Source: an optimization exercise on an open RTL-to-GDS flow (aim: a short achievable clock period and few clock cycles). Production flows keep margins and buffers that such runs may drop. Where RTL was checked, it was by simulation tests only, not by an equivalence proof against the original. No activity file was given, so power comes from the tool's default toggle rates.

## trial 14
==> flow/design.v (excerpt) <==
module axi_qspi_controller
(
  input  logic       s_axi_aclk,
  input  logic       s_axi_aresetn,
  input  logic       s_axi_awvalid_i,
  input  axi_lite_pkg::addr_t      s_axi_awaddr_i,
  output logic       s_axi_awready_o,
  input  logic       s_axi_wvalid_i,
  input  axi_lite_pkg::data_t      s_axi_wdata_i,
  input  axi_lite_pkg::strb_t      s_axi_wstrb_i,
  output logic       s_axi_wready_o,
  output logic       s_axi_bvalid_o,
  output axi_lite_pkg::resp_t      s_axi_bresp_o,
  input  logic       s_axi_bready_i,
  input  logic       s_axi_arvalid_i,
  input  axi_lite_pkg::addr_t      s_axi_araddr_i,
  output logic       s_axi_arready_o,
  output logic       s_axi_rvalid_o,
  output axi_lite_pkg::data_t      s_axi_rdata_o,
  output axi_lite_pkg::resp_t      s_axi_rresp_o,
  input  logic       s_axi_rready_i,
  output logic       spi_clk_o,
  output logic [1:0] spi_csn_o,
  output logic       spi_sdo_o,
  input  logic       spi_sdi_i
);
clock: 5.0 ns
lec_check: 0
cap_margin: 20
core_margin: 2
core_utilization: 40
setup_slack_margin: 2.9
slew_margin: 20
run.sh (not shown) runs the stock make flow with config.mk's settings and CLKGATE_MAP_FILE= SYNTH_SCRIPT=/design/flow/synth_recipe.tcl, a recipe that flattens the netlist after the stock synthesis.
Trial 14 ended with every stage complete and zero timing, DRC or antenna violations.
Testbench counts of trial 14, summed over its fixed seeds: cycles 141,600.
The inputs of build 86 differ from those of trial 14 as listed below.
diff --git a/flow/design.v b/flow/design.v
--- a/flow/design.v
+++ b/flow/design.v
@@ -138,23 +138,21 @@
     end
   endfunction
   logic [15:0] ge_w;
   assign ge_w = grp_eq({8'h0, s_axi_araddr_i[23:0]}, 32'h00FF_FFFF, {8'h0, sh_a});
   logic        d_cs;
   logic        d_on;
   logic        d_hit;
   logic        d_miss;
-  logic        d_far;
   logic [31:0] d_val;
   assign d_cs   = (&g0_q) ? 1'b0 : (&g1_q) ? 1'b1 : cs_def;
   assign d_on   = fr_open & fr_xip & (st_cs == d_cs) & (&ge_q);
   assign d_hit  = dec & win_q & d_on;
   assign d_miss = dec & win_q & ~d_on;
-  assign d_far  = dec & win_q & fr_xip & ~(&ge_q);
   logic [11:0] rsel_q;
   always_comb begin
     d_val = ({32{rsel_q[0]}}  & {23'h0, cpol, clkdiv}) |
             ({32{rsel_q[1]}}  & {24'h0, cmd}) |
             ({32{rsel_q[2]}}  & {8'h0, addr}) |
             ({32{rsel_q[3]}}  & {15'h0, wcmd, dummy, 3'h0, aen, 2'h0, len}) |
             ({32{rsel_q[4]}}  & txdata) |
             ({32{rsel_q[5]}}  & rx) |
@@ -171,21 +169,21 @@
   logic xhold;
   logic step;
   logic lead_clk;
   logic trail;
   logic deliver;
   logic rx_en;
   logic [31:0] word;
   assign close_st  = fr_xip ? (pend_new | wr_seen) : (seg == SEG_END);
-  assign close_now = fr_open & ~ph & (close_st | d_far);
+  assign close_now = fr_open & ~ph & (close_st | (d_miss & fr_xip));
   assign xd_last   = (seg == SEG_XD) & last;
   assign xhold     = xd_last & ~want & ~hs_q;
   assign step      = fr_open & ~ph & allow;
-  assign lead_clk  = step & ~close_st & ~d_far;
+  assign lead_clk  = step & ~close_st & ~(d_miss & fr_xip);
   assign trail     = fr_open & ph & allow & (~xhold | close_st);
   assign word      = {rx[30:0], spi_sdi_i};
   assign deliver   = ph & allow & xd_last & (want | hs_q);
   assign rx_en     = ph & allow & ((seg == SEG_XD && !last) || (seg == SEG_DAT && !wcmd));
   assign wr_go = s_axi_awvalid_i & s_axi_wvalid_i & ~wr_busy & ~fr_open & ~cmd_pend & ~pend_new;
   always_ff @(posedge s_axi_aclk) begin
     if (!rd_out) begin
       ar_q <= s_axi_araddr_i[23:0];
## What came out
- Summary: with trial 14 as the reference, pin count of the biggest net entering global routing in build 86 moved down by a little under 10%.
- Looking at worst setup path endpoint, the spi_csn_o[1] result is from trial 14; the fr_xip one comes from build 86.
- Share of total power in the clock network sits lower in build 86 than in trial 14.
- Setup slack: build 86 more than trial 14
- | worst reg-to-reg setup slack | higher: trial 14 |
- According to the power report, total power for build 86 is higher than for trial 14.
- Build 86 against trial 14: time the worst path needs with I/O delays and setup went down by 0.017 ns, global-route usage lower.
- Going from trial 14 to build 86, placer congestion estimate saw an increase, die area saw little to no change, final area saw little to no change, register area saw little to no change.
- Re top-level port count: no difference whatsoever between build 86 and trial 14.
- Logic depth of the worst setup path including buffers: build 86 vs trial 14 up 5
Only the layout flow was run in build 86; the RTL was not checked for function there.

## afterwards: timing with drivers on the ports
How much do the figures lean on ideal ports? The routed layouts below were timed once more, with nothing changed but the port constraints. Step 1 assumes that a clkbuf_16 drives the clock port and a buf_2 every other input. Step 2 times the ports against the registers' clock, not the clock port: input delays grow and output delays shrink by t, the midpoint of the rising clock arrivals with the driver on. a / b / c = ideal ports / drivers / drivers and shift; a / b = the first two.
run | t, ns | slack for setup (ns) | worst setup path after step 2 | worst register clock-pin slew, ns | pins driven straight from the clock port
trial 14 | 0.682 | 2.734 / 2.672 / 2.237 | input to register | 0.06 / 0.06 | 1
build 86 | 0.687 | 2.751 / 2.737 / 2.291 | input to register | 0.07 / 0.07 | 1
After both steps every run listed still meets setup and hold. For trial 14, which loses most, drivers alone change the setup slack by -0.062 ns; drivers and shift together by -0.497 ns.
